From an optimization exercise on the open Yosys and OpenROAD flow, aimed at small area; shortcuts taken in it are not production practice. Function was checked by simulation only, so behaviour that the tests miss may differ from the original. No activity file was given, so power comes from the tool's default toggle rates.

<file path="design/flow/design.v">
`timescale 1ns/10ps
`default_nettype none
module crc32_d4
(
    input  wire         clk,
    input  wire         force_en,
    input  wire  [3:0]  force_x,
    input  wire  [3:0]  din,
    output reg   [31:0] crc
);
    localparam [31:0] CRC_POLY = 32'hEDB8_8320;
    wire [3:0] x = force_en ? force_x : (crc[3:0] ^ din);
    reg  [31:0] fb;
    integer     i;
    always @(*)
    begin
        fb = 32'd0;
        for (i = 0; i < 4; i = i + 1)
            if (x[i])
                fb = fb ^ (CRC_POLY >> (3 - i));
    end
    always @(posedge clk)
        crc <= {4'd0, crc[31:4]} ^ fb;
endmodule
`default_nettype wire
`timescale 1ns/10ps
`default_nettype none
module payload_fifo
#(
    parameter DEPTH = 32
)
(
    input  wire         clk,
    input  wire         rst_n,
    input  wire         wr_en,
    input  wire  [31:0] wr_data,
    input  wire         rd_en,
    output wire  [31:0] rd_data,
    output wire         full
);
    reg  [31:0] st [0:31];
    reg  [31:0] vld;
    reg  [31:0] free;        
    wire        do_wr;
    integer     i;
    assign do_wr   = wr_en && !full;     
    assign full    = &vld;
    assign rd_data = st[31];
    always @(*)
    begin
        free[31] = !vld[31] || rd_en;
        for (i = 30; i >= 0; i = i - 1)
            free[i] = !vld[i] || free[i + 1];
    end
    always @(posedge clk)
    begin
        if (free[0])
            st[0] <= wr_data;
        for (i = 1; i < 32; i = i + 1)
            if (free[i])
                st[i] <= st[i - 1];
    end
    always @(posedge clk or negedge rst_n)
    begin
        if (!rst_n)
            vld <= 32'd0;
        else
        begin
            if (free[0])
                vld[0] <= do_wr;
            for (i = 1; i < 32; i = i + 1)
                if (free[i])
                    vld[i] <= vld[i - 1];
        end
    end
endmodule
`default_nettype wire
`timescale 1ns/10ps
`default_nettype none
module udp_header_gen
#(
    parameter [47:0] BOARD_MAC  = 48'h00_0a_35_01_fe_c0,
    parameter [31:0] BOARD_IP   = 32'hc0_a8_00_0a,
    parameter [15:0] BOARD_PORT = 16'd1234,
    parameter [47:0] PC_MAC     = 48'hff_ff_ff_ff_ff_ff,
    parameter [31:0] PC_IP      = 32'hc0_a8_00_64,
    parameter [15:0] PC_PORT    = 16'd1234
)
(
    input  wire        clk,
    input  wire        clear,        
    input  wire [7:0]  send_data_num,
    input  wire        len_dec,      
    input  wire [6:0]  idx,
    input  wire [15:0] ip_id,
    output wire [3:0]  nib,
    output wire        len_left,     
    output wire        len_one,      
    output wire        len_le1       
);
    localparam [335:0] HDR_CONST = {PC_MAC, BOARD_MAC, 16'h0800, 8'h45, 8'h00,
                                    16'h0000, 16'h0000, 16'h4000, 8'h40, 8'd17,
                                    16'h0000, BOARD_IP, PC_IP, BOARD_PORT, PC_PORT,
                                    16'h0000, 16'h0000};
    localparam [31:0] CSUM_RAW  = 32'h4500 + 32'h4000 + 32'h4011
                                + BOARD_IP[31:16] + BOARD_IP[15:0]
                                + PC_IP[31:16] + PC_IP[15:0] + 32'd28;
    localparam [31:0] CSUM_F1   = CSUM_RAW[15:0] + CSUM_RAW[31:16];
    localparam [15:0] CSUM_K    = CSUM_F1[15:0] + CSUM_F1[31:16];
    localparam [7:0]  MOFF      = CSUM_K[7:0];
    localparam [7:0]  IPL_C     = 8'd28 - MOFF;      
    localparam [7:0]  UDPL_C    = 8'd8 - MOFF;       
    function [2047:0] build_tab(input integer dummy);
        integer i;
        integer h;
        reg [7:0]  by;
        reg [11:0] e;
        reg [3:0]  q;
        begin
            build_tab = 2048'd0;
            for (i = 0; i < 128; i = i + 1)
            begin
                e = 12'd0;
                q = (i % 4 == 0) ? CSUM_K[11:8] : CSUM_K[15:12];
                if ((i >= 12 && i < 32) || (i >= 80 && i < 84))
                begin
                    if (i % 4 < 2)
                        e = {(i % 4 == 0) ? 1'b1 : 1'b0, 3'b001, 4'b0101, q};
                    else
                        e = 12'b0001_0011_0000;
                    if (i >= 80)
                        e[7] = 1'b1;
                end
                else if (i >= 32 && i < 116)
                begin
                    h  = i - 32;
                    by = HDR_CONST[(41 - h / 2) * 8 +: 8];
                    e[3:0] = (h % 2) ? by[7:4] : by[3:0];
                    case (i)
                        66:  e = {8'b0000_0010, IPL_C[3:0]};
                        67:  e = {8'b0010_0010, IPL_C[7:4]};
                        68, 69, 70, 71:
                             e = 12'b0000_0001_0000;
                        110: e = {8'b0000_0010, UDPL_C[3:0]};
                        111: e = {8'b0100_0010, UDPL_C[7:4]};
                        default: ;
                    endcase
                end
                build_tab[i * 16 +: 12] = e;
            end
        end
    endfunction
    function [15:0] carry_tab(input [3:0] c);
        integer i;
        begin
            for (i = 0; i < 16; i = i + 1)
                carry_tab[i] = (i + c >= 16) ? 1'b1 : 1'b0;
        end
    endfunction
    function [255:0] extra_tab(input integer dummy);
        integer i;
        begin
            for (i = 0; i < 256; i = i + 1)
                extra_tab[i] = (i < MOFF) ? 1'b1 : 1'b0;
        end
    endfunction
    localparam [2047:0] TAB     = build_tab(0);
    localparam [15:0]   IPL_CY  = carry_tab(IPL_C[3:0]);
    localparam [15:0]   UDPL_CY = carry_tab(UDPL_C[3:0]);
    localparam [255:0]  EXTRA   = extra_tab(0);
    reg  [7:0]  m;
    reg         cc;
    reg  [3:0]  id_nib;
    wire [11:0] e     = TAB[{idx, 4'd0} +: 12];
    wire [3:0]  m_nib = idx[0] ? m[7:4] : m[3:0];
    wire [3:0]  p     = e[4] ? id_nib : e[3:0];
    wire [3:0]  q     = (e[5] ? m_nib : (e[6] ? e[3:0] : 4'd0)) | {3'd0, e[11] & EXTRA[m]};
    wire        cin   = e[8] ? cc : ((e[9] & IPL_CY[m[3:0]]) | (e[10] & UDPL_CY[m[3:0]]));
    wire [4:0]  sum   = p + q + cin;
    assign len_left = (m != MOFF);
    assign len_one  = (m == MOFF + 8'd1);
    assign len_le1  = (m == MOFF) || (m == MOFF + 8'd1);
    always @(*)
    begin
        case (idx[1:0])
            2'd0:    id_nib = ip_id[11:8];
            2'd1:    id_nib = ip_id[15:12];
            2'd2:    id_nib = ip_id[3:0];
            default: id_nib = ip_id[7:4];
        endcase
    end
    wire [7:0] m_next = (clear ? send_data_num : m) + (clear ? MOFF : 8'hFF);
    always @(posedge clk)
    begin
        if (clear || len_dec)
            m <= m_next;
    end
    always @(posedge clk)
    begin
        if (clear)
            cc <= 1'b0;
        else if (e[8])
            cc <= sum[4];
    end
    assign nib = sum[3:0] ^ {4{e[7]}};
endmodule
`default_nettype wire
`timescale 1ns/10ps
`default_nettype none
module mii_frame_tx
(
    input  wire         clk,
    input  wire         rst_n,
    input  wire         send_en,
    output wire [6:0]   hdr_idx,
    output wire         hdr_clr,
    input  wire [3:0]   hdr_nib,
    output wire         len_dec,
    input  wire         len_left,
    input  wire         len_one,
    input  wire         len_le1,
    output reg  [15:0]  ip_id,
    input  wire [31:0]  rd_data,
    output wire         rd_en,
    output reg          eth_tx_en,
    output reg  [3:0]   eth_tx_data,
    output reg          send_end
);
    localparam [1:0] PH_IDLE = 2'd0;
    localparam [1:0] PH_HEAD = 2'd1;
    localparam [1:0] PH_PAY  = 2'd2;
    localparam [1:0] PH_FCS  = 2'd3;
    reg  [1:0]  phase;
    reg  [7:0]  k;
    reg         send_en_q;
    wire        start;
    wire        idle     = (phase == PH_IDLE);
    wire        in_head  = (phase == PH_HEAD);
    wire        in_pay   = (phase == PH_PAY);
    wire        in_fcs   = (phase == PH_FCS);
    wire        pre      = !k[5] && !k[6];           
    wire        pay_data = len_left;
    wire        pay_one  = len_one;
    wire        min_done = k[7] || k[6] || (k[5] && (k[4:1] != 4'd0));   
    wire        pay_end  = k[0] && min_done && len_le1;
    wire        head_end = (k[6:0] == 7'd115);
    wire        active   = (in_head && (k[6:4] != 3'd0)) || in_pay || in_fcs;
    wire        pay_dec  = in_pay && k[0] && pay_data;
    wire [31:0] crc;
    reg  [3:0]  nib;
    reg  [3:0]  crc_x;
    assign start   = send_en && !send_en_q && idle && !eth_tx_en && !send_end;
    assign hdr_idx = k[6:0];
    assign hdr_clr = idle;
    assign len_dec = pay_dec;
    assign rd_en   = pay_dec && ((k[2:1] == 2'd3) || pay_one);
    always @(*)
    begin
        if (in_fcs)
            nib = ~crc[3:0];
        else if (in_pay)
            nib = pay_data ? rd_data[{~k[2:1], k[0]} * 4 +: 4] : 4'd0;
        else if (pre)
            nib = (k[4:0] == 5'd31) ? 4'hD : 4'h5;
        else
            nib = hdr_nib;
    end
    always @(*)
    begin
        case (k[2:0])
            3'd0:    crc_x = 4'd2;
            3'd1:    crc_x = 4'd14;
            3'd2:    crc_x = 4'd1;
            3'd3:    crc_x = 4'd12;
            3'd4:    crc_x = 4'd0;
            default: crc_x = 4'd9;
        endcase
        if (in_fcs)
            crc_x = 4'd0;
    end
    crc32_d4 u_crc
    (
        .clk      (clk),
        .force_en ((in_head && pre) || in_fcs),
        .force_x  (crc_x),
        .din      (nib),
        .crc      (crc)
    );
    always @(posedge clk)
    begin
        if (idle)
            k <= 8'd11;
        else if ((in_head && head_end) || (in_pay && pay_end))
            k <= 8'd0;
        else
            k <= k + 8'd1;
    end
    always @(posedge clk or negedge rst_n)
    begin
        if (!rst_n)
        begin
            phase       <= PH_IDLE;
            send_en_q   <= 1'b0;
            ip_id       <= 16'd0;
            eth_tx_en   <= 1'b0;
            eth_tx_data <= 4'd0;
            send_end    <= 1'b0;
        end
        else
        begin
            send_en_q   <= send_en;
            send_end    <= idle && eth_tx_en;
            eth_tx_en   <= active;
            eth_tx_data <= active ? nib : 4'd0;
            ip_id       <= ip_id + {15'd0, start};
            case (phase)
                PH_IDLE: if (start) phase <= PH_HEAD;
                PH_HEAD: if (head_end) phase <= PH_PAY;
                PH_PAY:  if (pay_end) phase <= PH_FCS;
                default: if (k[2:0] == 3'd7) phase <= PH_IDLE;
            endcase
        end
    end
endmodule
`default_nettype wire
`timescale 1ns/10ps
`default_nettype none
module udp_tx_top
#(
    parameter [47:0] BOARD_MAC  = 48'h00_0a_35_01_fe_c0,
    parameter [31:0] BOARD_IP   = 32'hc0_a8_00_0a,
    parameter [15:0] BOARD_PORT = 16'd1234,
    parameter [47:0] PC_MAC     = 48'hff_ff_ff_ff_ff_ff,
    parameter [31:0] PC_IP      = 32'hc0_a8_00_64,
    parameter [15:0] PC_PORT    = 16'd1234,
    parameter        FIFO_DEPTH = 32
)
(
    input  wire         clk,
    input  wire         rst_n,
    input  wire         send_en,
    input  wire [15:0]  send_data_num,
    input  wire         wr_en,
    input  wire [31:0]  wr_data,
    output wire         fifo_full,
    output wire         send_end,
    output wire         eth_tx_en,
    output wire [3:0]   eth_tx_data
);
    wire [6:0]  hdr_idx;
    wire        hdr_clr;
    wire        len_dec;
    wire        len_left;
    wire        len_one;
    wire        len_le1;
    wire [15:0] ip_id;
    wire [3:0]  hdr_nib;
    wire [31:0] rd_data;
    wire        rd_en;
    udp_header_gen
    #(
        .BOARD_MAC  (BOARD_MAC),
        .BOARD_IP   (BOARD_IP),
        .BOARD_PORT (BOARD_PORT),
        .PC_MAC     (PC_MAC),
        .PC_IP      (PC_IP),
        .PC_PORT    (PC_PORT)
    )
    u_hdr_gen
    (
        .clk         (clk),
        .clear       (hdr_clr),
        .send_data_num (send_data_num[7:0]),
        .len_dec     (len_dec),
        .idx         (hdr_idx),
        .ip_id       (ip_id),
        .nib         (hdr_nib),
        .len_left    (len_left),
        .len_one     (len_one),
        .len_le1     (len_le1)
    );
    payload_fifo #(.DEPTH(FIFO_DEPTH)) u_fifo
    (
        .clk     (clk),
        .rst_n   (rst_n),
        .wr_en   (wr_en),
        .wr_data (wr_data),
        .rd_en   (rd_en),
        .rd_data (rd_data),
        .full    (fifo_full)
    );
    mii_frame_tx u_mii_tx
    (
        .clk           (clk),
        .rst_n         (rst_n),
        .send_en       (send_en),
        .hdr_idx       (hdr_idx),
        .hdr_clr       (hdr_clr),
        .hdr_nib       (hdr_nib),
        .len_dec       (len_dec),
        .len_left      (len_left),
        .len_one       (len_one),
        .len_le1       (len_le1),
        .ip_id         (ip_id),
        .rd_data       (rd_data),
        .rd_en         (rd_en),
        .eth_tx_en     (eth_tx_en),
        .eth_tx_data   (eth_tx_data),
        .send_end      (send_end)
    );
endmodule
`default_nettype wire
</file>
<file path="design/flow/flow/run.sh">
#!/bin/bash
# Layout: the standard flow (standard.sh), with
#  - the standard synthesis, then its combinational logic mapped again for
#    area (flow/remap.ys, flow/remap.abc); the flip-flops are untouched;
#  - port buffers of the smallest buffer cell instead of the flow's pick;
#  - clock tree synthesis with clkbuf_8 buffers, clusters of at most 20
#    sinks, and no dummy loads.
# Each tool's full output goes to a log in this folder: make_synth.log,
# remap_yosys.log, make_flow.log (ORFS also keeps each step's log under
# orfs/logs).
set -euo pipefail
cd "$(dirname "$0")/.."
WORK=$(pwd)
RES=$WORK/orfs/results/${FLOW_PLATFORM:-sky130hd}/udp_tx_top/base
export BUFFER_PORTS_ARGS="-buffer_cell sky130_fd_sc_hd__buf_1"
export CTS_ARGS="-sink_clustering_enable -repair_clock_nets -sink_clustering_size 20 -sink_clustering_max_diameter 90 -buf_list sky130_fd_sc_hd__clkbuf_8 -dont_use_dummy_load"

bash standard.sh synth > make_synth.log 2>&1

YOSYS=$(command -v yosys || true)
[[ -n "$YOSYS" ]] || YOSYS=$FLOW_HOME/../tools/install/yosys/bin/yosys
mkdir -p remap
cp "$RES/1_2_yosys.v" remap/std.v
cp flow/remap.ys flow/remap.abc remap/
ln -sf "$FLOW_HOME/platforms/sky130hd/lib/sky130_fd_sc_hd__tt_025C_1v80.lib" remap/lib.lib
(cd remap && "$YOSYS" -s remap.ys) > remap_yosys.log 2>&1
cp remap/remapped.v "$RES/1_2_yosys.v"
rm -f "$RES/1_synth.odb" "$RES/1_synth.sdc"

bash standard.sh > make_flow.log 2>&1
</file>
<file path="design/flow/flow/remap.abc">
&get -n
&st
&syn2
&dch -f
&nf -R 1000
&st
&syn2
&dch -f
&nf -R 1000
&put
</file>
<file path="design/flow/flow/remap.ys">
# Re-map the combinational logic of the standard synthesis for area. Every
# flip-flop instance is kept as it is (same instance names and cell types):
# the sequential cells are black boxes, the other cells are read as their
# liberty functions, flattened into plain logic and mapped again by ABC.
read_liberty -ignore_miss_func lib.lib
blackbox sky130_fd_sc_hd__df* sky130_fd_sc_hd__edf* sky130_fd_sc_hd__sdf* sky130_fd_sc_hd__sedf* sky130_fd_sc_hd__dl*
read_verilog std.v
hierarchy -top udp_tx_top
flatten
opt_clean -purge
abc -script remap.abc -liberty lib.lib -dont_use sky130_fd_sc_hd__probe_p_8 -dont_use sky130_fd_sc_hd__probec_p_8 -dont_use sky130_fd_sc_hd__lpflow_bleeder_1 -dont_use sky130_fd_sc_hd__lpflow_clkbufkapwr_1 -dont_use sky130_fd_sc_hd__lpflow_clkbufkapwr_16 -dont_use sky130_fd_sc_hd__lpflow_clkbufkapwr_2 -dont_use sky130_fd_sc_hd__lpflow_clkbufkapwr_4 -dont_use sky130_fd_sc_hd__lpflow_clkbufkapwr_8 -dont_use sky130_fd_sc_hd__lpflow_clkinvkapwr_1 -dont_use sky130_fd_sc_hd__lpflow_clkinvkapwr_16 -dont_use sky130_fd_sc_hd__lpflow_clkinvkapwr_2 -dont_use sky130_fd_sc_hd__lpflow_clkinvkapwr_4 -dont_use sky130_fd_sc_hd__lpflow_clkinvkapwr_8 -dont_use sky130_fd_sc_hd__lpflow_decapkapwr_12 -dont_use sky130_fd_sc_hd__lpflow_decapkapwr_3 -dont_use sky130_fd_sc_hd__lpflow_decapkapwr_4 -dont_use sky130_fd_sc_hd__lpflow_decapkapwr_6 -dont_use sky130_fd_sc_hd__lpflow_decapkapwr_8 -dont_use sky130_fd_sc_hd__lpflow_inputiso0n_1 -dont_use sky130_fd_sc_hd__lpflow_inputiso0p_1 -dont_use sky130_fd_sc_hd__lpflow_inputiso1n_1 -dont_use sky130_fd_sc_hd__lpflow_inputiso1p_1 -dont_use sky130_fd_sc_hd__lpflow_inputisolatch_1 -dont_use sky130_fd_sc_hd__lpflow_isobufsrc_1 -dont_use sky130_fd_sc_hd__lpflow_isobufsrc_16 -dont_use sky130_fd_sc_hd__lpflow_isobufsrc_2 -dont_use sky130_fd_sc_hd__lpflow_isobufsrc_4 -dont_use sky130_fd_sc_hd__lpflow_isobufsrc_8 -dont_use sky130_fd_sc_hd__lpflow_isobufsrckapwr_16 -dont_use sky130_fd_sc_hd__lpflow_lsbuf_lh_hl_isowell_tap_1 -dont_use sky130_fd_sc_hd__lpflow_lsbuf_lh_hl_isowell_tap_2 -dont_use sky130_fd_sc_hd__lpflow_lsbuf_lh_hl_isowell_tap_4 -dont_use sky130_fd_sc_hd__lpflow_lsbuf_lh_isowell_4 -dont_use sky130_fd_sc_hd__lpflow_lsbuf_lh_isowell_tap_1 -dont_use sky130_fd_sc_hd__lpflow_lsbuf_lh_isowell_tap_2 -dont_use sky130_fd_sc_hd__lpflow_lsbuf_lh_isowell_tap_4  -D 6500
splitnets
opt_clean -purge
hilomap -singleton -hicell sky130_fd_sc_hd__conb_1 HI -locell sky130_fd_sc_hd__conb_1 LO
insbuf -buf sky130_fd_sc_hd__buf_4 A X
check
stat -liberty lib.lib
write_verilog -noattr -noexpr -nohex -nodec remapped.v
</file>
<file path="design/flow/standard.sh">
#!/bin/bash
# synth_recipe.tcl (not shown) runs the flow's synth.tcl, then flattens the netlist and writes it again
# the make line also repeats each setting of config.mk as NAME=value (left out here)
make -C /OpenROAD-flow-scripts/flow DESIGN_CONFIG=/design/flow/config.mk WORK_HOME=/design/flow/orfs CLKGATE_MAP_FILE= SYNTH_SCRIPT=/design/flow/synth_recipe.tcl "${@:-finish}"
</file>
<file path="design/flow/config.mk">
export PLATFORM = sky130hd
export DESIGN_NAME = udp_tx_top
export DESIGN_NICKNAME = udp_tx_top
export VERILOG_FILES = /design/flow/design.v
export SDC_FILE = /design/flow/constraint.sdc
export NUM_CORES = 4
export LEC_CHECK = 0
export CAP_MARGIN = 20
export CORE_MARGIN = 2
export CORE_UTILIZATION = 60
export PLACE_DENSITY = 0.7
export SLEW_MARGIN = 20
</file>
<file path="design/flow/constraint.sdc">
create_clock -name core_clock -period 6.5 [get_ports {clk}]
set_input_delay 1.3000 -clock core_clock [delete_from_list [all_inputs] [get_ports {clk}]]
set_output_delay 1.3000 -clock core_clock [all_outputs]
set_load 0.01 [all_outputs]
</file>
==> results of run 1 <==
==> metrics by stage <==
stage | utilization | worst slack (ps) | cell area [um^2] | total power, mW | std cells
2_1_floorplan | - | 8.96 | 35900 | 13.6 | 1586
3_3_place_gp | 0.632 | 1300 | 37400 | 14.6 | 2451
3_5_place_dp | 0.632 | 1290 | 37400 | 14.8 | 2451
4_1_cts | 0.648 | 1210 | 38300 | 17.6 | 2518
5_1_grt | 0.649 | 778 | 38400 | 18.3 | 2521
6_report | 0.649 | 1170 | 38400 | 17.3 | 2521
==> path summary, 6_finish.rpt <==
kind | start | to | slack, ps
setup reg to reg | u_mii_tx.k[3] | u_mii_tx.u_crc.crc[23] | 1170
hold / removal | u_mii_tx.u_crc.crc[5] | u_mii_tx.u_crc.crc[1] | 340
setup / recovery | u_mii_tx.k[3] | u_mii_tx.u_crc.crc[23] | 1170
max in group asynchronous | rst_n | u_fifo.vld[1] | 5180
min in group asynchronous | rst_n | u_mii_tx.eth_tx_data[1] | 790
hold reg to reg | u_mii_tx.u_crc.crc[5] | u_mii_tx.u_crc.crc[1] | 340
==> state kept, by name (all words and copies together), names as in the netlist <==
signal,count
u_hdr_gen.cc,1
u_mii_tx.send_end,1
u_fifo.st,1024
u_hdr_gen.m,8
u_mii_tx.eth_tx_en,1
u_mii_tx.send_en_q,1
u_mii_tx.ip_id,16
u_mii_tx.u_crc.crc,32
u_fifo.vld,32
u_mii_tx.k,8
u_mii_tx.eth_tx_data,4
u_mii_tx.phase,2
==> worst max-delay path, stage by stage (launching register included) <==
cell and delay, ps:
dfxtp_1 710, and2_0 460, nor2_1 150, a21oi_1 160, o21ai_0 250, or3_1 460, o311ai_0 190, and2_0 230
nor2_1 50, nor2_1 170, a21o_1 110, o21ai_0 120, a21o_1 180, o21ai_0 130, xnor2_1 170, nor2_1 70
a311oi_1 370, xnor2_1 200, nor2_1 100, a221o_1 430, xor2_1 350, xnor2_1 170
==> report_power, final <==
group,switching [mW],leakage [nW],internal (mW)
Combinational,2.29,1.31,1.06
Clock,1.82,0.482,0.936
Sequential,0.557,11.2,10.7
==> cell type report <==
| cell class | count | area [um^2] |
|---|---|---|
| sequential | 1130 | 33200 |
| fill | 3753 | 20800 |
| multi-input combinational | 437 | 2600 |
| tap | 773 | 967 |
| clock buffer | 67 | 922 |
| timing repair buffer | 94 | 557 |
| inverter | 19 | 71.3 |
| antenna | 1 | 2.50 |
==> per-layer routing <==
metal,track usage,wire (um)
met4,0.0516,1190
met1,0.167,17900
met5,0,0
met3,0.0255,1510
met2,0.250,22000
==> flow_summary.yaml, run 1 <==
logic_synthesis:
  postSynthCellCount: 1586
  synth_area_mm2: 0.0359
  syn_area_per_cell_um2: 22.6
  syn_nets: 1638
  ys_warn_count: 5
route:
  dr_total_vias: 13383
  wire_per_inst_um: 16.9
  dr.pass1.iters: 18
  viasPerCell: 5.31
  ant_nets: 0
  totalWireLength_mm: 42.6
  drtIter0Drc: 880
  drcViolationCount: 0
floorplanning:
  row_count: 89
  start_util: 0.607
  io_pins: 59
  die_x_um: 249
  die_h_um: 249
  die_area_mm2: 0.0618
  coreArea_mm2: 0.0591
clock_network:
  clk_pin_slew_ps: 120
  hold_buffers: 0
  htreeDepth: 3
  cts_buffer_depth: 3
  numCtsBuffers: 67
  ctsResizeCount: 0
  cts_setup_buffers: 0
  cts_tree: "built"
  root_buffer: "clkbuf_8"
  cts.sinks: 1130
  clk_latency_ps: 690
placed_design:
  hpwl_mm: 27.8
  portBuffers: 50
  gp_congestion: 0.856
layout:
  finalNetCount: 1801
  drive_above_1_share: 0.0664
  most-common-layout-cells: "1,032 x edfxtp_1, 67 x clkbuf_8, 64 x nor2_1, 58 x nand2_1, 57 x dfrtp_1"
  synthToLayoutAreaGrowth_pct: 6.84
  final_common_cell: "edfxtp_1"
timing:
  timing.final.crit_share: 0.820
  relSlewSlack: 0.359
  rsz0062_at_grt: "no"
  finalHoldViolations: 0
  fin_skew_ps: 82.3
  tns_ps: 0
  period_minus_slack_ps: 5330
  timing.fmax_mhz: 188
  setup_violations: 0
  maxSlewViolCount: 0
  hold_ws_ps: 344
  worstMarginPinSlew_ps: 959
worst_setup_path:
  reg2regPathDepth: 21
  crit_fanout: 15
  end_kind: "flop"
  cp.arrival_ps: 5880
  worstSetupPathType: "reg2reg"
  startpoint_type: "flop"
  worstPathRequired_ps: 7050
grt:
  grt_pass1_wl_mm: 68.0
  grt_pass1_vias: 13796
  antenna_found_initial: 1
  grt_max_degree: 58
  grt-ovfl-total: 0
  grt_usage: 0.139
flow_run:
  maxCapViolCount: 0
outcome:
  status: "finished clean"
power:
  ir_worst_vdd_v: 0.000258
  power_leakage_nw: 13.0
  power_density_mw_per_mm2: 452
min_path:
  hold_path.class: "reg2reg"
  hold-path-cell-count: 0
==> inputs of run 2 (changes only) <==
==> design/flow/flow/remap.abc (replaced) <==
&get -n
&st
&syn2
&dch -f
&nf -R 1000
&put
==> run 2 against run 1 <==
Effect of this change:
- critical endpoint is now u_fifo.st[1][22]
- total power down 13%
- clock-buffer cell count shrank 1
- critical path depth is 1 higher
- clock skew down 31 ps
- sequential share of layout area grew 0.076 points
- critical path type unchanged
- still clean on timing, DRC and antenna
- global-route usage is 0.28 points lower
- worst setup slack worse by 520 ps
- core utilization decreased by 0.057 points
==> flow_summary.yaml, run 2 <==
timing:
  worstMarginPinSlew_ps: 1120
  tns_ps: 0
  setup_violations: 0
  timing.final.crit_share: 0.900
  finalWorstSetupSlack_ps: 650
  timing.fmax_mhz: 171
  period_minus_slack_ps: 5850
  maxSlewViolCount: 0
  finalHoldViolations: 0
  rsz0062_at_grt: "no"
  relSlewSlack: 0.233
  fin_skew_ps: 51.2
logic_synthesis:
  synth_area_mm2: 0.0359
  syn_nets: 1634
  syn_area_per_cell_um2: 22.7
  ys_warn_count: 5
  postSynthCellCount: 1582
layout:
  synthToLayoutAreaGrowth_pct: 6.74
  finalNetCount: 1789
  fin_area_mm2: 0.0383
  most-common-layout-cells: "1,032 x edfxtp_1, 66 x clkbuf_8, 58 x nand2_1, 57 x dfrtp_1, 52 x nor2_1"
  drive_above_1_share: 0.0663
  largest_reg_flops: 1024
  final_common_cell: "edfxtp_1"
  reg_top3: "u_fifo.st (1024), u_fifo.vld (32), u_mii_tx.u_crc.crc (32)"
  fin_util: 0.648
  top_register: "u_fifo.st"
worst_setup_path:
  reg2regPathDepth: 22
  cp.arrival_ps: 6210
  worstPathRequired_ps: 6860
  end_kind: "flop"
  crit_fanout: 34
  worstSetupPathType: "reg2reg"
  startpoint_type: "flop"
clock_network:
  numCtsBuffers: 66
  root_buffer: "clkbuf_8"
  htreeDepth: 3
  cts_setup_buffers: 0
  ctsResizeCount: 0
  hold_buffers: 0
  cts.sinks: 1130
  cts_buffer_depth: 3
  clk_pin_slew_ps: 110
  cts_tree: "built"
  clk_latency_ps: 670
grt:
  grt-busiest-layer: "met2"
  met2_usage: 0.241
  grtUsageMet1: 0.167
  grt_pass1_vias: 13366
  antenna_found_initial: 2
  grt_usage: 0.136
  grt_pass1_wl_mm: 66.4
  grt-ovfl-total: 0
  grt_max_degree: 58
  use_met3: 0.0307
floorplanning:
  start_util: 0.607
  die_h_um: 249
  die_area_mm2: 0.0618
  die_x_um: 249
  coreArea_mm2: 0.0591
  row_count: 89
  io_pins: 59
flow_run:
  maxCapViolCount: 0
route:
  dr.pass1.iters: 5
  drcViolationCount: 0
  dr_total_vias: 13287
  wire_per_inst_um: 16.7
  drtIter0Drc: 708
  totalWireLength_mm: 41.9
  ant_nets: 0
  viasPerCell: 5.30
outcome:
  status: "finished clean"
power:
  ir_worst_vdd_v: 0.000289
  power_leakage_nw: 12.7
  power_mw: 15.1
  power_density_mw_per_mm2: 394
placed_design:
  dpl_cell_area_mm2: 0.0374
  portBuffers: 50
  dp_slack_ps: 748
  hpwl_mm: 27.7
  gp_congestion: 0.857
min_path:
  hold_path.class: "reg2reg"
  hold-path-cell-count: 0
## run 2: cell types whose count changed in the layout (fill, tap and decap cells not counted), moves of 6 or more
cell / before / now
buf_4: 42 / 36
xor2_1: 36 / 26
nor2_1: 64 / 52
a21oi_1: 29 / 20
o21ai_0: 32 / 26
nor3_1: 11 / 18
## run 2: final timing paths
path	endpoint	startpoint	slack, ps
min	u_mii_tx.u_crc.crc[1]	u_mii_tx.u_crc.crc[5]	340
min reg2reg	u_mii_tx.u_crc.crc[1]	u_mii_tx.u_crc.crc[5]	340
max	u_fifo.st[1][22]	u_hdr_gen.m[4]	650
max reg2reg	u_fifo.st[1][22]	u_hdr_gen.m[4]	650
max in group asynchronous	u_mii_tx.ip_id[13]	rst_n	5150
min in group asynchronous	u_fifo.vld[10]	rst_n	820
## run 2: critical path, stage by stage (launching register included)
cell,delay (ps)
edfxtp_1,470
nor2_1,140
nand3_1,120
nor3b_1,300
nor2b_1,160
nand2_1,110
or2_0,260
nand2_4,300
nor2_2,300
clkinv_4,280
nor2b_1,470
nand2_4,80
nor2_1,200
and2_0,270
and3_1,260
and3_1,310
and3_1,330
nand3_4,110
nor2_2,260
nand3_4,120
nor2_2,220
nand4_1,190
buf_4,300
## run 2: per-stage QoR
step                      instances  hold slack, ps
after floorplan                1582             310
after global routing           2509             348
final                          2509             338
after global placement         2441             311
after CTS                      2507             339
after detailed placement       2441             312
## run 2: per-layer routing
layer | vias up | part of all wire | wire [um]
met3 | 80 | 0.042 | 1780
met4 | 0 | 0.025 | 1030
met1 | 6630 | 0.42 | 17600
li1 | 6363 | - | -
met2 | 214 | 0.51 | 21500
met5 | - | 0 | 0
## run 2: where the power goes
group | switching (mW) | internal (mW)
sequential | 0.432 | 9.62
clock | 1.81 | 0.923
combinational | 1.54 | 0.762
total | 3.79 | 11.3
## run 2: area by class of cell
cell class | instances | area [um^2]
sequential | 1130 | 33200
fill | 3737 | 20800
multi-input combinational | 427 | 2620
tap | 773 | 967
clock buffer | 66 | 908
timing repair buffer | 87 | 487
inverter | 25 | 98.8
antenna | 1 | 2.50
==> inputs of run 3 (changes only) <==
--- a/design/flow/config.mk
+++ b/design/flow/config.mk
@@ -8,5 +8,5 @@
 export CAP_MARGIN = 20
 export CORE_MARGIN = 2
 export CORE_UTILIZATION = 60
-export PLACE_DENSITY = 0.7
+export PLACE_DENSITY = 0.6
 export SLEW_MARGIN = 20
==> run 3 against run 2 <==
Effect of this change:
- area after synthesis stayed put
- synthesized cell count stayed put
- combinational power hardly changed
- core utilization hardly changed
- global-route usage is 0.21 points higher
- critical endpoint is now u_mii_tx.u_crc.crc[27]
==> flow_summary.yaml, run 3 <==
layout:
  finalNetCount: 1791
  largest_reg_flops: 1024
  drive_above_1_share: 0.0674
  fin_util: 0.648
  most-common-layout-cells: "1,032 x edfxtp_1, 66 x clkbuf_8, 58 x nand2_1, 57 x dfrtp_1, 52 x nor2_1"
  synthToLayoutAreaGrowth_pct: 6.73
  top_register: "u_fifo.st"
  final_common_cell: "edfxtp_1"
  reg_top3: "u_fifo.st (1024), u_fifo.vld (32), u_mii_tx.u_crc.crc (32)"
min_path:
  hold_path.class: "reg2reg"
  hold-path-cell-count: 0
  worstHoldStart: "u_mii_tx.u_crc.crc[14]"
timing:
  rsz0062_at_grt: "no"
  relSlewSlack: 0.406
  timing.final.crit_share: 0.838
  setup_violations: 0
  period_minus_slack_ps: 5440
  maxSlewViolCount: 0
  finalHoldViolations: 0
  tns_ps: 0
  timing.fmax_mhz: 184
  worstMarginPinSlew_ps: 891
  fin_skew_ps: 54.9
route:
  dr_total_vias: 13279
  drcViolationCount: 0
  totalWireLength_mm: 42.1
  ant_nets: 0
  viasPerCell: 5.29
  dr.pass1.iters: 5
  drtIter0Drc: 750
  wire_per_inst_um: 16.8
worst_setup_path:
  cp.arrival_ps: 6020
  crit_start: "u_mii_tx.k[3]"
  cp.depth: 19
  path_cells: "clkinv_1, nor2_1, nor2_1, nor2_1, and2_0, nor2_1, or3_1, o211ai_1, maj3_1, o21ai_0, o21ai_0, nand2_1, or3_1, and2_0, o311ai_0, buf_4, xor2_1, xor2_1, xor2_1"
  r2r_start: "u_mii_tx.k[3]"
  worstPathRequired_ps: 7080
  critPathTopFamily: "simple AND/OR/NAND/NOR gates"
  crit_fanout: 9
  worstSetupPathType: "reg2reg"
  startpoint_type: "flop"
  cp_slowest_stage_delay_ps: 550
  path_buf_inv: 2
  crit_slowest_cell: "dfxtp_1"
  cp_common_cell: "nor2_1"
  reg2regPathDepth: 19
  end_kind: "flop"
grt:
  grt_pass1_wl_mm: 67.5
  grt_max_degree: 58
  antenna_found_initial: 1
  grt_usage: 0.138
  grt-ovfl-total: 0
  grt_pass1_vias: 13262
placed_design:
  hpwl_mm: 27.2
  portBuffers: 50
  gp_congestion: 0.835
clock_network:
  clk_latency_ps: 650
  ctsResizeCount: 0
  clk_pin_slew_ps: 120
  cts.sinks: 1130
  numCtsBuffers: 66
  root_buffer: "clkbuf_8"
  cts_setup_buffers: 0
  cts_tree: "built"
  cts_buffer_depth: 3
  hold_buffers: 0
  htreeDepth: 3
floorplanning:
  io_pins: 59
  start_util: 0.607
  die_x_um: 249
  row_count: 89
  die_h_um: 249
  coreArea_mm2: 0.0591
  die_area_mm2: 0.0618
flow_run:
  maxCapViolCount: 0
logic_synthesis:
  synth_area_mm2: 0.0359
  syn_area_per_cell_um2: 22.7
  ys_warn_count: 5
  syn_nets: 1634
  postSynthCellCount: 1582
power:
  power_leakage_nw: 12.7
  ir_worst_vdd_v: 0.000297
  power_density_mw_per_mm2: 395
outcome:
  status: "finished clean"
==> run 3: worst paths after layout <==
kind	endpoint	slack (ps)
max reg2reg	u_mii_tx.u_crc.crc[27]	1060
min in group asynchronous	u_fifo.vld[12]	820
min	u_mii_tx.u_crc.crc[10]	340
max in group asynchronous	u_mii_tx.eth_tx_data[1]	5180
max	u_mii_tx.u_crc.crc[27]	1060
min reg2reg	u_mii_tx.u_crc.crc[10]	340
==> run 3: through the flow <==
step / hold slack (ps) / area, um^2 / power [mW] / instances / worst slack [ps]
5_1_grt: 342 / 38300 / 15.9 / 2511 / 567
2_1_floorplan: 310 / 36000 / 11.7 / 1582 / 45.7
4_1_cts: 339 / 38300 / 15.4 / 2510 / 1090
3_5_place_dp: 315 / 37400 / 12.6 / 2444 / 1140
3_3_place_gp: 312 / 37400 / 12.5 / 2444 / 1190
6_report: 336 / 38300 / 15.1 / 2511 / 1060
==> run 3: worst reg2reg max path: cells and delay by family (launching register included) <==
family                     cells  cell delay, ps
AOI/OAI and AO/OA              4             770
buffers and inverters          2             500
adders and majority gates      1             290
and+or+nand+nor                9            2240
DFF                            1             550
xor gates and xnor gates       3            1050
==> run 3: area by class of cell <==
cell class | count | area (um^2)
sequential | 1130 | 33200
fill | 3897 | 20800
multi-input combinational | 427 | 2620
tap | 773 | 967
clock buffer | 66 | 908
timing repair buffer | 89 | 482
inverter | 25 | 98.8
antenna | 1 | 2.50
==> run 3: power breakdown <==
| part | switching (mW) | total (mW) | internal [mW] |
|---|---|---|---|
| clock | 1.85 | 2.77 | 0.924 |
| sequential | 0.425 | 10.0 | 9.62 |
| combinational | 1.55 | 2.32 | 0.768 |
==> run 3: per-layer routing <==
layer / share of wire / track usage / vias up
li1: - / - / 6382
met1: 0.42 / 0.171 / 6632
met2: 0.52 / 0.243 / 193
met3: 0.042 / 0.0294 / 72
met4: 0.022 / 0.0483 / 0
met5: 0 / 0 / -
==> inputs of run 4 (changes only) <==
--- a/design/flow/flow/run.sh
+++ b/design/flow/flow/run.sh
@@ -13,7 +13,7 @@
 WORK=$(pwd)
 RES=$WORK/orfs/results/${FLOW_PLATFORM:-sky130hd}/udp_tx_top/base
 export BUFFER_PORTS_ARGS="-buffer_cell sky130_fd_sc_hd__buf_1"
-export CTS_ARGS="-sink_clustering_enable -repair_clock_nets -sink_clustering_size 20 -sink_clustering_max_diameter 90 -buf_list sky130_fd_sc_hd__clkbuf_8 -dont_use_dummy_load"
+export CTS_ARGS="-sink_clustering_enable -repair_clock_nets -sink_clustering_size 18 -sink_clustering_max_diameter 100 -buf_list sky130_fd_sc_hd__clkbuf_8 -dont_use_dummy_load"
 
 bash standard.sh synth > make_synth.log 2>&1
 
--- a/design/flow/config.mk
+++ b/design/flow/config.mk
@@ -8,5 +8,5 @@
 export CAP_MARGIN = 20
 export CORE_MARGIN = 2
 export CORE_UTILIZATION = 60
-export PLACE_DENSITY = 0.6
+export PLACE_DENSITY = 0.7
 export SLEW_MARGIN = 20
==> run 4 against run 3 <==
Effect of this change:
- core utilization grew 0.15 points
- total power increased by 0.44%
- sequential share of layout area fell by 0.20 points
- critical path depth up 3
- critical endpoint is now u_fifo.st[1][7]
- worst hold slack got worse by 10 ps
- still clean on timing, DRC and antenna
- maximum frequency shrank 6.5%
- critical path type unchanged
- global-route usage shrank 0.11 points
- non-clock buffer count decreased by 2
- clock power is 3% higher
- routed wire length did not move
- via count rose by 0.54%
- clock skew shrank 1.8 ps
==> flow_summary.yaml, run 4 <==
worst_setup_path:
  crit_fanout: 34
  critPathTopFamily: "simple AND/OR/NAND/NOR gates"
  cp_slowest_stage_delay_ps: 470
  worstPathRequired_ps: 6860
  worstSetupPathType: "reg2reg"
  startpoint_type: "flop"
  path_cells: "nor2_1, nand3_1, nor3b_1, nor2b_1, nand2_1, or2_0, nand2_4, nor2_2, clkinv_4, nor2b_1, nand2_4, nor2_1, and2_0, and3_1, and3_1, and3_1, nand3_4, nor2_2, nand3_4, nor2_2, nand4_1, buf_4"
  crit_slowest_cell: "edfxtp_1"
  path_buf_inv: 2
  end_kind: "flop"
  cp.arrival_ps: 6180
grt:
  grt_pass1_vias: 13483
  grt_max_degree: 58
  grt-ovfl-total: 0
  grt_pass1_wl_mm: 66.7
  antenna_found_initial: 2
  grt_usage: 0.137
route:
  wire_per_inst_um: 16.7
  dr.pass1.iters: 5
  totalWireLength_mm: 42.1
  ant_nets: 0
  viasPerCell: 5.31
  dr_total_vias: 13351
  drtIter0Drc: 679
  drcViolationCount: 0
logic_synthesis:
  postSynthCellCount: 1582
  syn_nets: 1634
  syn_area_per_cell_um2: 22.7
  synth_area_mm2: 0.0359
  ys_warn_count: 5
timing:
  period_minus_slack_ps: 5820
  setup_violations: 0
  worstMarginPinSlew_ps: 1120
  hold_ws_ps: 326
  finalWorstSetupSlack_ps: 678
  relSlewSlack: 0.235
  finalHoldViolations: 0
  fin_skew_ps: 53.2
  rsz0062_at_grt: "no"
  timing.fmax_mhz: 172
  tns_ps: 0
  maxSlewViolCount: 0
  timing.final.crit_share: 0.896
placed_design:
  portBuffers: 50
  gp_congestion: 0.857
  hpwl_mm: 27.7
  dp_slack_ps: 748
layout:
  drive_above_1_share: 0.0695
  synthToLayoutAreaGrowth_pct: 6.97
  top_register: "u_fifo.st"
  final_common_cell: "edfxtp_1"
  finalNetCount: 1795
  reg_top3: "u_fifo.st (1024), u_fifo.vld (32), u_mii_tx.u_crc.crc (32)"
  largest_reg_flops: 1024
  fin_util: 0.649
  most-common-layout-cells: "1,032 x edfxtp_1, 72 x clkbuf_8, 58 x nand2_1, 57 x dfrtp_1, 52 x nor2_1"
clock_network:
  cts_tree: "built"
  hold_buffers: 0
  numCtsBuffers: 72
  root_buffer: "clkbuf_8"
  clk_latency_ps: 670
  cts_buffer_depth: 3
  cts_setup_buffers: 0
  ctsResizeCount: 0
  clk_pin_slew_ps: 110
  cts.sinks: 1130
  htreeDepth: 3
power:
  p_clk_frac: 0.187
  internal-power_mw: 11.4
  pwr-share-comb: 0.152
  switchingPower_mw: 3.82
  p_sw_frac: 0.251
  power_density_mw_per_mm2: 396
  ir_worst_vdd_v: 0.000265
  power_leakage_nw: 12.7
  seq_power_share: 0.662
floorplanning:
  row_count: 89
  coreArea_mm2: 0.0591
  die_h_um: 249
  start_util: 0.607
  die_area_mm2: 0.0618
  die_x_um: 249
  io_pins: 59
flow_run:
  maxCapViolCount: 0
min_path:
  hold_path.class: "reg2reg"
outcome:
  status: "finished clean"
==> run 4: worst paths after layout <==
path | from | endpoint | slack [ps] | depth (start not counted)
setup / recovery | u_hdr_gen.m[4] | u_fifo.st[1][7] | 680 | 22
hold / removal | u_mii_tx.u_crc.crc[5] | u_mii_tx.u_crc.crc[1] | 330 | 0
setup reg to reg | u_hdr_gen.m[4] | u_fifo.st[1][7] | 680 | 22
hold reg to reg | u_mii_tx.u_crc.crc[5] | u_mii_tx.u_crc.crc[1] | 330 | 0
max in group asynchronous | rst_n | u_fifo.vld[21] | 5160 | 2
min in group asynchronous | rst_n | u_mii_tx.phase[0] | 810 | 2
==> run 4: final cells by class <==
type                            count  area [um^2]
Sequential cell                  1130        33200
Fill cell                        3733        20700
Antenna cell                        1         2.50
Multi-Input combinational cell    427         2620
Inverter                           25         98.8
Timing Repair Buffer               87          487
Clock buffer                       72          991
Tap cell                          773          967
==> run 4: worst register-to-register path, stage by stage (launching register included) <==
cell and delay, ps:
edfxtp_1 470, nor2_1 140, nand3_1 120, nor3b_1 300
nor2b_1 160, nand2_1 110, or2_0 260, nand2_4 300
nor2_2 300, clkinv_4 280, nor2b_1 460, nand2_4 80
nor2_1 200, and2_0 260, and3_1 260, and3_1 300
and3_1 330, nand3_4 110, nor2_2 250, nand3_4 120
nor2_2 210, nand4_1 180, buf_4 300
==> run 4: power by group through the flow <==
stage,clock [mW],combinational (mW),sequential (mW)
final,2.84,2.30,10.1
after global routing,3.23,2.56,10.2
after CTS,2.99,2.34,10.1
after detailed placement,0,2.33,10.2
after global placement,0,2.23,10.2
after floorplan,0,1.62,10.1
==> run 4: through the flow <==
stage	std cells	power (mW)	instance area, um^2
after detailed placement	2441	12.6	37400
after global routing	2515	16.0	38400
after global placement	2441	12.4	37400
final	2515	15.2	38400
after floorplan	1582	11.7	36000
after CTS	2513	15.4	38400
==> run 4: routing by layer <==
layer	global-route usage	vias to the layer above	part of all wire
met5	0	-	0
met4	0.0455	0	0.026
met3	0.0317	79	0.042
met2	0.243	259	0.51
met1	0.166	6623	0.42
li1	-	6390	-
==> inputs of run 5 (changes only) <==
--- a/design/flow/flow/run.sh
+++ b/design/flow/flow/run.sh
@@ -13,7 +13,7 @@
 WORK=$(pwd)
 RES=$WORK/orfs/results/${FLOW_PLATFORM:-sky130hd}/udp_tx_top/base
 export BUFFER_PORTS_ARGS="-buffer_cell sky130_fd_sc_hd__buf_1"
-export CTS_ARGS="-sink_clustering_enable -repair_clock_nets -sink_clustering_size 18 -sink_clustering_max_diameter 100 -buf_list sky130_fd_sc_hd__clkbuf_8 -dont_use_dummy_load"
+export CTS_ARGS='-sink_clustering_enable -repair_clock_nets -sink_clustering_size 20 -sink_clustering_max_diameter 90 -buf_list {sky130_fd_sc_hd__clkbuf_8 sky130_fd_sc_hd__clkbuf_16} -dont_use_dummy_load'
 
 bash standard.sh synth > make_synth.log 2>&1
 
==> run 5 against run 4 <==
Effect of this change:
- still clean on timing, DRC and antenna
- synthesized cell count unchanged
- total power up 6.2%
- non-clock buffer count down 1
- first-iteration DRC count up 10%
- routed wire length up 2.9%
- cell count down 0.32%
- core utilization up 1.1 points
- clock power up 33%
- clock-buffer cell count down 6
- die area unchanged
- sequential power about the same
- critical path type unchanged
==> flow_summary.yaml, run 5 <==
timing:
  relSlewSlack: 0.232
  setup_violations: 0
  maxSlewViolCount: 0
  rsz0062_at_grt: "no"
  worstMarginPinSlew_ps: 1120
  timing.final.crit_share: 0.896
  finalHoldViolations: 0
  fin_skew_ps: 43.0
  period_minus_slack_ps: 5830
  timing.fmax_mhz: 172
  tns_ps: 0
route:
  drcViolationCount: 0
  dr_total_vias: 13376
  wire_per_inst_um: 17.3
  dr.pass1.iters: 4
  viasPerCell: 5.34
  wl_met2_mm: 22.5
  highest_layer: "met4"
  totalWireLength_mm: 43.3
  wl_met1_mm: 17.9
  met3WireLength_mm: 1.83
  ant_nets: 0
  drtIter0Drc: 748
clock_network:
  clk_latency_ps: 600
  cts.sinks: 1130
  cts_tree: "built"
  htreeDepth: 3
  ctsResizeCount: 0
  clk_pin_slew_ps: 80
  hold_buffers: 0
  numCtsBuffers: 66
  cts_buffer_depth: 3
  cts_setup_buffers: 0
  root_buffer: "clkbuf_16"
logic_synthesis:
  ys_warn_count: 5
  synth_area_mm2: 0.0359
  postSynthCellCount: 1582
  syn_nets: 1634
  syn_area_per_cell_um2: 22.7
worst_setup_path:
  end_kind: "flop"
  worstPathRequired_ps: 6810
  startpoint_type: "flop"
  cp.arrival_ps: 6140
  worstSetupPathType: "reg2reg"
  crit_fanout: 34
grt:
  grt-ovfl-total: 0
  grt_max_degree: 58
  grt_pass1_wl_mm: 68.7
  grt_pass1_vias: 13648
  grt_usage: 0.141
  antenna_found_initial: 0
floorplanning:
  start_util: 0.607
  row_count: 89
  die_area_mm2: 0.0618
  coreArea_mm2: 0.0591
  die_x_um: 249
  die_h_um: 249
  io_pins: 59
layout:
  drive_above_1_share: 0.0663
  fin_area_mm2: 0.0390
  seqCellArea_mm2: 0.0332
  finalNetCount: 1788
  reg_top3: "u_fifo.st (1024), u_fifo.vld (32), u_mii_tx.u_crc.crc (32)"
  n_antenna_cell: 0
  most-common-layout-cells: "1,032 x edfxtp_1, 66 x clkbuf_16, 58 x nand2_1, 57 x dfrtp_1, 52 x nor2_1"
  final_common_cell: "edfxtp_1"
  final_cells: 2507
  nFillCells: 3693
  fin_util: 0.660
  multi_input_area_mm2: 0.00262
  top_register: "u_fifo.st"
  synthToLayoutAreaGrowth_pct: 8.73
  largest_reg_flops: 1024
flow_run:
  maxCapViolCount: 0
placed_design:
  hpwl_mm: 27.7
  gp_congestion: 0.857
  dp.cells: 2441
  dpl_cell_area_mm2: 0.0374
  portBuffers: 50
power:
  power_density_mw_per_mm2: 414
  power_leakage_nw: 13.0
  ir_worst_vdd_v: 0.000315
min_path:
  hold_path.class: "reg2reg"
outcome:
  status: "finished clean"
[run 5: report_power, final]
part | internal (mW) | switching [mW]
clock network | 1.81 | 1.97
logic | 0.758 | 1.54
registers | 9.63 | 0.445
[run 5: worst max-delay path, stage by stage, from the launching register on]
cell and delay (ps):
edfxtp_1 460, nor2_1 140, nand3_1 120, nor3b_1 300, nor2b_1 160, nand2_1 110
or2_0 260, nand2_4 300, nor2_2 300, clkinv_4 280, nor2b_1 460, nand2_4 80
nor2_1 210, and2_0 290, and3_1 270, and3_1 300, and3_1 330, nand3_4 110
nor2_2 250, nand3_4 120, nor2_2 220, nand4_1 170, buf_4 290
[run 5: final cells by class]
type / count / share of cell area
flip-flops and latches: 1130 / 0.852
multi-input cells: 427 / 0.0671
clock buffers: 66 / 0.0423
well taps: 773 / 0.0248
repair buffers: 86 / 0.0118
inverters: 25 / 0.00253
[run 5: worst paths after layout]
check | startpoint | to | slack (ps) | depth (start not counted)
setup / recovery | u_hdr_gen.m[4] | u_fifo.st[1][6] | 670 | 22
hold / removal | u_mii_tx.u_crc.crc[5] | u_mii_tx.u_crc.crc[1] | 330 | 0
setup reg to reg | u_hdr_gen.m[4] | u_fifo.st[1][6] | 670 | 22
hold reg to reg | u_mii_tx.u_crc.crc[5] | u_mii_tx.u_crc.crc[1] | 330 | 0
max in group asynchronous | rst_n | u_fifo.vld[31] | 5100 | 2
min in group asynchronous | rst_n | u_fifo.vld[11] | 890 | 2
[run 5: routing by layer]
layer	GRT usage	up-vias
met1	0.172	6668
li1	-	6383
met5	0	-
met2	0.253	246
met4	0.0435	0
met3	0.0306	79
[run 5: through the flow]
step | hold slack [ps] | setup slack (ps) | power [mW]
finish | 330 | 673 | 16.2
global route | 342 | 106 | 16.9
CTS | 330 | 703 | 16.4
detailed placement | 312 | 748 | 12.6
global placement | 311 | 959 | 12.4
floorplan | 310 | 45.7 | 11.7
==> inputs of run 6 (changes only) <==
--- a/design/flow/flow/run.sh
+++ b/design/flow/flow/run.sh
@@ -13,7 +13,7 @@
 WORK=$(pwd)
 RES=$WORK/orfs/results/${FLOW_PLATFORM:-sky130hd}/udp_tx_top/base
 export BUFFER_PORTS_ARGS="-buffer_cell sky130_fd_sc_hd__buf_1"
-export CTS_ARGS='-sink_clustering_enable -repair_clock_nets -sink_clustering_size 20 -sink_clustering_max_diameter 90 -buf_list {sky130_fd_sc_hd__clkbuf_8 sky130_fd_sc_hd__clkbuf_16} -dont_use_dummy_load'
+export CTS_ARGS="-sink_clustering_enable -repair_clock_nets -sink_clustering_size 20 -sink_clustering_max_diameter 90 -buf_list sky130_fd_sc_hd__clkbuf_8 -dont_use_dummy_load"
 
 bash standard.sh synth > make_synth.log 2>&1
 
@@ -21,7 +21,7 @@
 [[ -n "$YOSYS" ]] || YOSYS=$FLOW_HOME/../tools/install/yosys/bin/yosys
 mkdir -p remap
 cp "$RES/1_2_yosys.v" remap/std.v
-cp flow/remap.ys flow/remap.abc remap/
+cp flow/remap.ys flow/remap.abc flow/remap.constr remap/
 ln -sf "$FLOW_HOME/platforms/sky130hd/lib/sky130_fd_sc_hd__tt_025C_1v80.lib" remap/lib.lib
 (cd remap && "$YOSYS" -s remap.ys) > remap_yosys.log 2>&1
 cp remap/remapped.v "$RES/1_2_yosys.v"
==> design/flow/flow/remap.abc (replaced) <==
&get -n
&st
&syn2
&dch -f
&nf -R 1000
&put
topo
stime -c
buffer -c
upsize -c
dnsize -c
==> design/flow/flow/remap.constr (new file) <==
set_driving_cell sky130_fd_sc_hd__buf_1
set_load 5
==> design/flow/flow/remap.ys (replaced) <==
# Re-map the combinational logic of the standard synthesis for area. Every
# flip-flop instance is kept as it is (same instance names and cell types):
# the sequential cells are black boxes, the other cells are read as their
# liberty functions, flattened into plain logic and mapped again by ABC.
read_liberty -ignore_miss_func lib.lib
blackbox sky130_fd_sc_hd__df* sky130_fd_sc_hd__edf* sky130_fd_sc_hd__sdf* sky130_fd_sc_hd__sedf* sky130_fd_sc_hd__dl*
read_verilog std.v
hierarchy -top udp_tx_top
flatten
opt_clean -purge
abc -script remap.abc -liberty lib.lib -dont_use sky130_fd_sc_hd__probe_p_8 -dont_use sky130_fd_sc_hd__probec_p_8 -dont_use sky130_fd_sc_hd__lpflow_bleeder_1 -dont_use sky130_fd_sc_hd__lpflow_clkbufkapwr_1 -dont_use sky130_fd_sc_hd__lpflow_clkbufkapwr_16 -dont_use sky130_fd_sc_hd__lpflow_clkbufkapwr_2 -dont_use sky130_fd_sc_hd__lpflow_clkbufkapwr_4 -dont_use sky130_fd_sc_hd__lpflow_clkbufkapwr_8 -dont_use sky130_fd_sc_hd__lpflow_clkinvkapwr_1 -dont_use sky130_fd_sc_hd__lpflow_clkinvkapwr_16 -dont_use sky130_fd_sc_hd__lpflow_clkinvkapwr_2 -dont_use sky130_fd_sc_hd__lpflow_clkinvkapwr_4 -dont_use sky130_fd_sc_hd__lpflow_clkinvkapwr_8 -dont_use sky130_fd_sc_hd__lpflow_decapkapwr_12 -dont_use sky130_fd_sc_hd__lpflow_decapkapwr_3 -dont_use sky130_fd_sc_hd__lpflow_decapkapwr_4 -dont_use sky130_fd_sc_hd__lpflow_decapkapwr_6 -dont_use sky130_fd_sc_hd__lpflow_decapkapwr_8 -dont_use sky130_fd_sc_hd__lpflow_inputiso0n_1 -dont_use sky130_fd_sc_hd__lpflow_inputiso0p_1 -dont_use sky130_fd_sc_hd__lpflow_inputiso1n_1 -dont_use sky130_fd_sc_hd__lpflow_inputiso1p_1 -dont_use sky130_fd_sc_hd__lpflow_inputisolatch_1 -dont_use sky130_fd_sc_hd__lpflow_isobufsrc_1 -dont_use sky130_fd_sc_hd__lpflow_isobufsrc_16 -dont_use sky130_fd_sc_hd__lpflow_isobufsrc_2 -dont_use sky130_fd_sc_hd__lpflow_isobufsrc_4 -dont_use sky130_fd_sc_hd__lpflow_isobufsrc_8 -dont_use sky130_fd_sc_hd__lpflow_isobufsrckapwr_16 -dont_use sky130_fd_sc_hd__lpflow_lsbuf_lh_hl_isowell_tap_1 -dont_use sky130_fd_sc_hd__lpflow_lsbuf_lh_hl_isowell_tap_2 -dont_use sky130_fd_sc_hd__lpflow_lsbuf_lh_hl_isowell_tap_4 -dont_use sky130_fd_sc_hd__lpflow_lsbuf_lh_isowell_4 -dont_use sky130_fd_sc_hd__lpflow_lsbuf_lh_isowell_tap_1 -dont_use sky130_fd_sc_hd__lpflow_lsbuf_lh_isowell_tap_2 -dont_use sky130_fd_sc_hd__lpflow_lsbuf_lh_isowell_tap_4  -D 6500 -constr remap.constr
splitnets
opt_clean -purge
hilomap -singleton -hicell sky130_fd_sc_hd__conb_1 HI -locell sky130_fd_sc_hd__conb_1 LO
insbuf -buf sky130_fd_sc_hd__buf_4 A X
check
stat -liberty lib.lib
write_verilog -noattr -noexpr -nohex -nodec remapped.v
==> run 6 against run 5 <==
Effect of this change:
- clock skew rose by 12 ps
- global-route usage fell by 0.90 points
- maximum frequency rose by 5.7%
- routed wire length fell by 4.5%
- clock power fell by 27%
- critical path type unchanged
- sequential cell count did not move
- register-to-register slack improved by 310 ps
- area after synthesis rose by 0.69%
- worst setup slack improved by 310 ps
- clock-buffer cell count did not move
==> flow_summary.yaml, run 6 <==
outcome:
  status: "finished clean"
clock_network:
  clk_latency_ps: 670
  cts.sinks: 1130
  numCtsBuffers: 66
  ctsResizeCount: 0
  cts_tree: "built"
  htreeDepth: 3
  clk_pin_slew_ps: 120
  cts_buffer_depth: 3
  cts_setup_buffers: 0
  hold_buffers: 0
  root_buffer: "clkbuf_8"
layout:
  most-common-layout-cells: "1,032 x edfxtp_1, 66 x clkbuf_8, 58 x nand2_1, 57 x dfrtp_1, 49 x buf_1"
  reg_top3: "u_fifo.st (1024), u_fifo.vld (32), u_mii_tx.u_crc.crc (32)"
  largest_reg_flops: 1024
  final_common_cell: "edfxtp_1"
  finalNetCount: 1780
  multi_input_area_mm2: 0.00277
  top_register: "u_fifo.st"
  nFillCells: 3756
  seqCellArea_mm2: 0.0332
  drive_above_1_share: 0.0834
  synthToLayoutAreaGrowth_pct: 6.21
timing:
  setup_violations: 0
  fin_skew_ps: 54.7
  rsz0062_at_grt: "no"
  tns_ps: 0
  finalHoldViolations: 0
  relSlewSlack: 0.442
  maxSlewViolCount: 0
  timing.final.crit_share: 0.848
  timing.fmax_mhz: 181
  finalWorstSetupSlack_ps: 986
  worstMarginPinSlew_ps: 816
  period_minus_slack_ps: 5510
grt:
  grt_pass1_vias: 13134
  grt_max_degree: 58
  grt_usage: 0.132
  grt_pass1_wl_mm: 65.0
  grt-ovfl-total: 0
  antenna_found_initial: 1
floorplanning:
  io_pins: 59
  die_h_um: 249
  coreArea_mm2: 0.0592
  die_area_mm2: 0.0622
  start_util: 0.610
  row_count: 89
  die_x_um: 249
logic_synthesis:
  ys_warn_count: 5
  synth_area_mm2: 0.0361
  postSynthCellCount: 1605
  syn_nets: 1657
  syn_area_per_cell_um2: 22.5
route:
  viasPerCell: 5.32
  dr.pass1.iters: 6
  drtIter0Drc: 751
  ant_nets: 0
  wire_per_inst_um: 16.5
  dr_total_vias: 13304
  drcViolationCount: 0
  totalWireLength_mm: 41.3
worst_setup_path:
  path_cells: "nor2_1, nand3_1, nor3b_1, nor2b_1, nand2_1, or2_1, nand2_4, nor2_2, clkinvlp_4, nor2b_4, nand2_4, nor2_1, and2_1, and3_1, and3_1, and3_1, nand3_4, nor2_2, nand3_4, buf_4, nor2_2, nand4_1, buf_4"
  crit_fanout: 35
  rrSetupSlack_ps: 990
  rr_endpoint: "u_fifo.st[1][10]"
  worstSetupPathType: "reg2reg"
  end_kind: "flop"
  crit_start: "u_hdr_gen.m[4]"
  cp.arrival_ps: 5900
  startpoint_type: "flop"
  worstPathRequired_ps: 6890
  crit_path_end: "u_fifo.st[1][10]"
  reg2regPathDepth: 23
  r2r_start: "u_hdr_gen.m[4]"
  cp_slowest_stage_delay_ps: 490
  crit_slowest_cell: "edfxtp_1"
power:
  ir_worst_vdd_v: 0.000239
  power_mw: 15.2
  power_density_mw_per_mm2: 395
  power_leakage_nw: 12.7
placed_design:
  dp_slack_ps: 819
  hpwl_mm: 27.4
  portBuffers: 50
  gp_congestion: 0.787
min_path:
  hold_path.class: "reg2reg"
flow_run:
  maxCapViolCount: 0
run 6: report_power, final:
part / internal, mW / leakage (nW) / switching (mW)
clock network: 0.923 / 0.475 / 1.83
registers: 9.62 / 11.0 / 0.442
logic: 0.789 / 1.32 / 1.57
total: 11.3 / 12.7 / 3.84
run 6: per-stage QoR:
step / instance area [um^2] / instances / util / hold slack, ps
5_1_grt: 38400 / 2500 / 0.648 / 346
3_3_place_gp: 37500 / 2432 / 0.632 / 315
6_report: 38400 / 2500 / 0.648 / 343
3_5_place_dp: 37500 / 2433 / 0.633 / 314
2_1_floorplan: 36200 / 1605 / - / 310
4_1_cts: 38400 / 2499 / 0.648 / 344
run 6: worst max-delay path: cells and delay by family (launching register included):
kind	cells	cell delay (ps)
simple gates	20	4000
buf+inv	3	710
flops	1	490
run 6: metal layers:
layer  global-route usage  up-vias  share of wire
met5                    0        -              0
met4               0.0435        0          0.025
met3               0.0308       78          0.042
met2                0.238      254           0.51
met1                0.157     6617           0.42
li1                     -     6355              -
run 6: layout make-up:
cell class | instances | area share
antenna | 1 | 0.0000652
multi-input combinational | 427 | 0.0721
clock buffer | 66 | 0.0237
tap | 773 | 0.0252
sequential | 1130 | 0.866
timing repair buffer | 78 | 0.0106
inverter | 25 | 0.00261
run 6: worst min-delay path by stage:
| stage | slack (ps) | from | to | cells after the start |
|---|---|---|---|---|
| after floorplan | 310 | u_mii_tx.u_crc.crc[4] | u_mii_tx.u_crc.crc[0] | 0 |
| after global placement | 310 | u_mii_tx.u_crc.crc[14] | u_mii_tx.u_crc.crc[10] | 0 |
| after detailed placement | 310 | u_mii_tx.u_crc.crc[4] | u_mii_tx.u_crc.crc[0] | 0 |
| after CTS | 340 | u_mii_tx.u_crc.crc[14] | u_mii_tx.u_crc.crc[10] | 0 |
| after global routing | 350 | u_mii_tx.u_crc.crc[14] | u_mii_tx.u_crc.crc[10] | 0 |
| final | 340 | u_mii_tx.u_crc.crc[14] | u_mii_tx.u_crc.crc[10] | 0 |

what the ideal ports hide:
No port has a modelled driver above. Below, the same layouts with a new extraction and two added sets of constraints. Step 1, drivers: a clkbuf_16 drives clk and a buf_2 each remaining input, both assumed. Step 2 also shifts input and output timing later by t, the mid clock arrival at the registers, as if the neighbouring blocks saw the same clock. a / b / c = no drivers / after step 1 / after step 2; a / b = the first two.
run	shift t [ns]	setup WS [ns]	worst setup path after step 2	latest minus earliest clock arrival (ns)
run 1	0.699	1.168 / 1.168 / 1.168	register to register	0.082 / 0.083
run 2	0.700	0.650 / 0.650 / 0.650	register to register	0.053 / 0.053
run 3	0.683	1.055 / 1.055 / 1.055	register to register	0.056 / 0.055
run 4	0.698	0.678 / 0.678 / 0.678	register to register	0.054 / 0.054
run 5	0.636	0.673 / 0.673 / 0.673	register to register	0.044 / 0.044
run 6	0.690	0.986 / 0.986 / 0.986	register to register	0.055 / 0.054
After both steps every run listed still meets setup and hold.
